This is an optimization exercise on Yosys and OpenROAD, whose aim is small area, a short achievable clock period and few clock cycles, not a production implementation. Only simulation tests tie the RTL to the original design; equivalence was not proved. Power figures rest on the tool's default switching activity, not on a simulated workload. No driver is modelled on the clock port, so clocking that relies on it looks cheaper here than on a real chip.

## design/flow/flow/run.sh

```bash
#!/bin/bash
# Standard synthesis and layout, except how the ports are buffered: the standard port buffering
# (buffer_ports) is turned off and portbuf.tcl buffers the ports instead, just before global
# placement (see portbuf.tcl). Each step's full output goes to a log of its own here.
set -euo pipefail
W=$(pwd)
MODE=$(cat "$W/flow/portbuf_mode")
bash standard.sh synth > "$W/synth.log" 2>&1
export DONT_BUFFER_PORTS=1 GPL_TIMING_DRIVEN=0 PORTBUF_MODE=$MODE PRE_GLOBAL_PLACE_TCL="$W/flow/portbuf.tcl"
bash standard.sh DONT_BUFFER_PORTS=1 GPL_TIMING_DRIVEN=0 PORTBUF_MODE=$MODE \
  PRE_GLOBAL_PLACE_TCL="$W/flow/portbuf.tcl" finish > "$W/layout.log" 2>&1
```

## design/flow/flow/portbuf.tcl

```tcl
# Port buffering in place of buffer_ports, with the smallest buffer (buf_1).
# Synthesis leaves one buffer between each input port and the output port it feeds directly
# (Yosys insbuf); it is kept and sized to buf_1.
# Mode A: every input port drives exactly one buffer and nothing else, and every output port is
#   driven by a buffer that drives nothing else; a port-to-port path shares one buffer.
# Mode B: as buffer_ports does, every input port and every output port gets a buffer of its own,
#   so a port-to-port path goes through two buffers.
# Outputs tied to a constant are left to their tie cell, as buffer_ports leaves them.
set pb_mode $::env(PORTBUF_MODE)
set ::pb_block [ord::get_db_block]
set ::pb_buf [[ord::get_db] findMaster sky130_fd_sc_hd__buf_1]
set ::pb_n 0

proc pb_is_buf {inst} {
  return [string match "sky130_fd_sc_hd__buf_*" [[$inst getMaster] getName]]
}

proc pb_new_buf {{master ""}} {
  global pb_block pb_buf pb_n
  if {$master == ""} { set master $pb_buf }
  incr pb_n
  set inst [odb::dbInst_create $pb_block $master "portbuf_$pb_n"]
  set net [odb::dbNet_create $pb_block "portbuf_net_$pb_n"]
  return [list $inst $net]
}

proc pb_loads {net} {
  set l {}
  foreach it [$net getITerms] {
    if {[$it isInputSignal]} { lappend l $it }
  }
  return $l
}

proc pb_driver {net} {
  foreach it [$net getITerms] {
    if {[$it isOutputSignal]} { return $it }
  }
  return ""
}

# A synthesis buffer between a tie cell and an output port is removed, so the tie cell drives the
# port, as the standard flow leaves it (its timing-driven placement removes such buffers and
# buffer_ports does not buffer a constant).
set pb_untied 0
foreach inst [$::pb_block getInsts] {
  if {![pb_is_buf $inst]} continue
  set an [[$inst findITerm A] getNet]
  set xn [[$inst findITerm X] getNet]
  if {$an == "NULL" || $xn == "NULL"} continue
  set drv [pb_driver $an]
  if {$drv == ""} continue
  if {![string match "sky130_fd_sc_hd__conb_*" [[[$drv getInst] getMaster] getName]]} continue
  if {[llength [$an getITerms]] != 2 || [llength [$xn getITerms]] != 1} continue
  odb::dbInst_destroy $inst
  $drv disconnect
  $drv connect $xn
  odb::dbNet_destroy $an
  incr pb_untied
}
puts "portbuf: $pb_untied buffers after tie cells removed"

# Size the synthesis buffers down.
set pb_swapped 0
foreach inst [$::pb_block getInsts] {
  if {[pb_is_buf $inst] && [[$inst getMaster] getName] != "sky130_fd_sc_hd__buf_1"} {
    $inst swapMaster $::pb_buf
    incr pb_swapped
  }
}
puts "portbuf: $pb_swapped synthesis buffers sized to buf_1"


# dhit's gate: an o21ba's inverted input (B1_N) is slow. Rebuild each o21ba, X = (A1|A2) & !B1_N,
# as two NOR2s: X = NOR(NOR(A1, A2), B1_N).
set pb_nor [[ord::get_db] findMaster sky130_fd_sc_hd__nor2_1]
foreach inst [$::pb_block getInsts] {
  if {![string match "sky130_fd_sc_hd__o21ba_*" [[$inst getMaster] getName]]} continue
  set nm [$inst getName]
  set a1 [[$inst findITerm A1] getNet]
  set a2 [[$inst findITerm A2] getNet]
  set b1 [[$inst findITerm B1_N] getNet]
  set x  [[$inst findITerm X] getNet]
  odb::dbInst_destroy $inst
  set mid [odb::dbNet_create $::pb_block "${nm}_or_n"]
  set g1 [odb::dbInst_create $::pb_block $pb_nor "${nm}_nor_a"]
  set g2 [odb::dbInst_create $::pb_block $pb_nor "${nm}_nor_b"]
  [$g1 findITerm A] connect $a1
  [$g1 findITerm B] connect $a2
  [$g1 findITerm Y] connect $mid
  [$g2 findITerm A] connect $mid
  [$g2 findITerm B] connect $b1
  [$g2 findITerm Y] connect $x
  puts "portbuf: $nm (o21ba) rebuilt as two NOR2s"
}

set pb_in 0
foreach bt [$::pb_block getBTerms] {
  if {[$bt getIoType] != "INPUT"} continue
  set net [$bt getNet]
  if {$net == "NULL"} continue
  if {[llength [$net getBTerms]] > 1} { error "portbuf: port [$bt getName] feeds a port directly" }
  set loads [pb_loads $net]
  if {[llength $loads] == 0} continue
  if {[llength $loads] == 1 && [pb_is_buf [[lindex $loads 0] getInst]]} {
    if {$pb_mode == "A"} continue
    # Mode B: keep this buffer only if it drives no output port itself.
    set xn [[[[lindex $loads 0] getInst] findITerm X] getNet]
    if {[llength [$xn getBTerms]] == 0} continue
  }
  lassign [pb_new_buf] inst nnet
  foreach it $loads { $it disconnect; $it connect $nnet }
  [$inst findITerm A] connect $net
  [$inst findITerm X] connect $nnet
  incr pb_in
}
puts "portbuf: $pb_in input buffers inserted"

# An output port driven by logic gets a buf_2: that path (dhit) also goes through gates and is the
# slowest, and a buf_2 drives the port's load faster.
set pb_buf2 [[ord::get_db] findMaster sky130_fd_sc_hd__buf_2]
set pb_out 0
foreach bt [$::pb_block getBTerms] {
  if {[$bt getIoType] != "OUTPUT"} continue
  set net [$bt getNet]
  if {$net == "NULL"} continue
  if {[llength [$net getBTerms]] > 1} { error "portbuf: port [$bt getName] shares its net with a port" }
  set drv [pb_driver $net]
  if {$drv == ""} { error "portbuf: port [$bt getName] has no driver" }
  set dinst [$drv getInst]
  if {[string match "sky130_fd_sc_hd__conb_*" [[$dinst getMaster] getName]]} continue
  if {[pb_is_buf $dinst] && [llength [pb_loads $net]] == 0} {
    if {$pb_mode == "A"} continue
    # Mode B: the buffer must not be an input port's own buffer.
    set an [[$dinst findITerm A] getNet]
    if {[llength [$an getBTerms]] == 0} continue
  }
  if {[pb_is_buf $dinst]} { set m "" } else { set m $pb_buf2 }
  lassign [pb_new_buf $m] inst nnet
  set moved [pb_loads $net]
  lappend moved $drv
  foreach it $moved { $it disconnect; $it connect $nnet }
  [$inst findITerm A] connect $nnet
  [$inst findITerm X] connect $net
  incr pb_out
}
puts "portbuf: $pb_out output buffers inserted"
```

## design/flow/flow/portbuf_mode

```
A
```

## design/flow/standard.sh

```bash
#!/bin/bash
# synth_recipe.tcl (not shown) runs the flow's synth.tcl, then flattens the netlist and writes it again
# the make line also repeats each setting of config.mk as NAME=value (left out here)
make -C /OpenROAD-flow-scripts/flow DESIGN_CONFIG=/design/flow/config.mk WORK_HOME=/design/flow/orfs CLKGATE_MAP_FILE= SYNTH_SCRIPT=/design/flow/synth_recipe.tcl "${@:-finish}"
```

## design/flow/config.mk

```make
export PLATFORM = sky130hd
export DESIGN_NAME = dcache_nway
export DESIGN_NICKNAME = dcache_nway
export VERILOG_FILES = /design/flow/design.v
export SDC_FILE = /design/flow/constraint.sdc
export NUM_CORES = 4
export LEC_CHECK = 0
export CAP_MARGIN = 20
export CORE_AREA = 2.5 2.5 77.5 77.5
export DIE_AREA = 0 0 80 80
export GPL_TIMING_DRIVEN = 0
export SLEW_MARGIN = 20
```

## design/flow/constraint.sdc

```tcl
create_clock -name core_clock -period 11.0 [get_ports {CLK}]
set_input_delay 2.2000 -clock core_clock [delete_from_list [all_inputs] [get_ports {CLK}]]
set_output_delay 2.2000 -clock core_clock [all_outputs]
set_load 0.01 [all_outputs]
```

## design/flow/design.v

```verilog
module dcache_nway #(
  parameter int unsigned SETS          = 8,
  parameter int unsigned WAYS          = 2,
  parameter int unsigned WORDS_PER_BLK = 2,
  parameter logic [31:0] HITCNT_ADDR   = 32'h00003100
) (
  input  logic        CLK,
  input  logic        nRST,
  input  logic        halt,
  input  logic        dmemREN,
  input  logic        dmemWEN,
  input  logic [31:0] dmemaddr,
  input  logic [31:0] dmemstore,
  output logic        dhit,
  output logic [31:0] dmemload,
  output logic        flushed,
  output logic        dREN,
  output logic        dWEN,
  output logic [31:0] daddr,
  output logic [31:0] dstore,
  input  logic [31:0] dload,
  input  logic        dwait
);
  assign dREN     = dmemREN;
  assign dWEN     = dmemWEN;
  assign daddr    = {dmemaddr[31:2], 2'b00};
  assign dstore   = dmemstore;
  assign dhit     = (dmemREN | dmemWEN) & ~dwait;
  assign dmemload = dload;
  always_ff @(posedge CLK or negedge nRST) begin
    if (!nRST) flushed <= 1'b0;
    else       flushed <= halt;
  end
endmodule
```

==> results.cfg <==
[place]
portBuffers = 0
placed_area_um2 = 523
gp_congestion = 0.695
dp_cells = 181
dp_slack_ns = 6.23

[cells_and_area]
multi_input_area_um2 = 15.0
ff_latch_area_um2 = 25.0
area_growth_pct = -32.5
diodes = 0
n_fill_cell = 660
top_register = flushed
largest_register_ffs = 1
finalNonFillerCells = 181
drive_gt1_frac = 0.0183
final_area_um2 = 523
fin_nets = 213
largest_registers = flushed: 1 flops

[global_route]
grt_usage = 0.0375
gr-total-overflow = 0
grt_pass1_vias = 395
antenna_found_initial = 0
grt_pass1_wl_um = 1850
grt_max_degree = 3

[setup_path]
max_stage_delay_ns = 0.13
cp_data_arrival_time_ns = 2.56
path_class = primary input to output pin
crit_family = buffers and inverters
crit_path_top_delay_cell = buf_2
crit_top_cell = nor2_1
crit_buf_inv = 2
crit_end = dhit
startpoint = dmemREN
cp.depth = 4
required_ns = 8.80
cp_max_fo = 2
crit_chain = buf_1 > nor2_1 > nor2_1 > buf_2
cp-start-kind = primary input
endpoint_kind = output pin

[synth]
syn-cell-area_um2 = 774
synth_area_leaders = buf_4, dfrtp_1, o21ba_1
yosysMostFrequentCell = buf_4
async_flop_share = 1.00
syn-instance-count = 101
synth_edf_count = 0
yosysTopAreaCell = buf_4
syn_avg_cell_area_um2 = 7.67
synth-xor-area-share = 0
ys_types = 4
synth_top_area_frac = 0.950
synth.mux.area_fraction = 0
synth_fa_ha_area_frac = 0
ys_ff_latch = 1
synthSimpleGateAreaFrac = 0
synth_top_family_by_area = buffers and inverters
synth_compound_area_frac = 0.0129
synthTopCellsByCount = buf_4, conb_1, dfrtp_1, o21ba_1
synthFlopType = dfrtp_1
yosys_warnings = 1
seq_area_frac_synth = 0.0323

[timing]
hold_violations = 0
setup-tns-final_ns = 0
setup_slack_ns = 6.24
final_max_slew_viol_count = 0
report.final.setup_viol = 0
finalCritPeriodShare = 0.433
timing.fmax_ghz = 0.210
period_needed_ns = 4.76
rsz0062_at_grt = false

[route]
vias_per_cell = 3.10
detail_route.wl_per_cell_um = 10.3
dr.pass1.iters = 2
drtIter0Drc = 3
vias = 562
detail-route-antenna-nets = 0
wirelength_um = 1860
drc = 0

[outcome]
status = finished clean

[floorplan]
io_pins = 202
placeableCoreArea_mm2 = 0.00547
initial_core_util = 0.142
num_rows = 27
die_h_um = 80
die_w_um = 80
die_area_mm2 = 0.00640

[power_and_ir_drop]
fin_total_pwr_uw = 31.8
power_density_mw_per_mm2 = 60.8
vdd_drop_max_mv = 0.0153
leakage_uw = 0.000151

[clock_tree]
cts_hold_buf = 0
clkSlewWorstSetupHoldPaths_ns = 0.04
postCtsSetupBuffers = 0
cts_resized = 0

[hold_path]
hold_class = primary input to async pin

[flow_run]
max_cap_violations = 0
-- where the power goes --
part | switching [uW] | total [uW] | internal, uW
Combinational | 17.2 | 25.5 | 8.30
Sequential | 0.0389 | 3.92 | 3.89
Clock | 0.785 | 2.35 | 1.57
Total | 18.1 | 31.8 | 13.8
-- cell usage in the layout, fill, tap and decap left out --
master     n
buf_2      2
nor2_1     2
buf_1    102
dfrtp_1    1
conb_1     2
-- routing by layer --
layer | GRT usage | part of all wire | vias to the layer above
li1 | - | - | 219
met1 | 0.0390 | 0.28 | 237
met2 | 0.0833 | 0.56 | 106
met3 | 0.00226 | 0.16 | 0
met4 | 0 | 0 | 0
met5 | 0 | 0 | -
-- layout make-up --
class,instances,share of cell area
plain buffers,104,0.751
multi-input cells,4,0.0287
flip-flops and latches,1,0.0478
well taps,72,0.172
-- per-stage QoR --
stage,util,hold slack [ns]
floorplan,-,1.90
global placement,0.0956,1.96
detailed placement,0.0956,1.97
CTS,0.0956,1.97
global route,0.0956,1.89
finish,0.0956,1.89
-- logic make-up after synthesis --
logic type | Yosys count
buf+inv | 98
other cells | 1
compound gates | 1
flops | 1
-- how the worst min path moves through the flow --
| stage | startpoint | end | slack [ns] | cells past startpoint |
|---|---|---|---|---|
| after global routing | nRST | flushed$_DFF_PN0_ | 1.89 | 1 |
| after detailed placement | nRST | flushed$_DFF_PN0_ | 1.97 | 1 |
| final | nRST | flushed$_DFF_PN0_ | 1.89 | 1 |
| after CTS | nRST | flushed$_DFF_PN0_ | 1.97 | 1 |
| after floorplan | nRST | flushed$_DFF_PN0_ | 1.90 | 0 |
| after global placement | nRST | flushed$_DFF_PN0_ | 1.96 | 1 |
Testbench counts, summed over its fixed seeds: cycles 48,016.

==> static timing again, ports no longer ideal <==
In the flow no input, the clock included, has a driving cell. The finished layout below was timed again as built, in two steps.
Step 1 assumes that a clkbuf_16 drives the clock port and a buf_2 every other input.
Step 2 moves the port delays by t, midway between the first and last clock arrival at a register: inputs arrive t later, outputs are due t later. That takes back most of the time a late clock gives input paths.
Slacks: ideal / step 1 / step 2; pairs: ideal / step 1.
t (ns): 0.077
setup WS [ns]: 6.242 / 6.218 / 6.218
worst setup path at the end: input to output
After both steps setup and hold are still met in this run. The setup slack of this run moves by -0.024 ns with the drivers and by -0.024 ns with both steps.
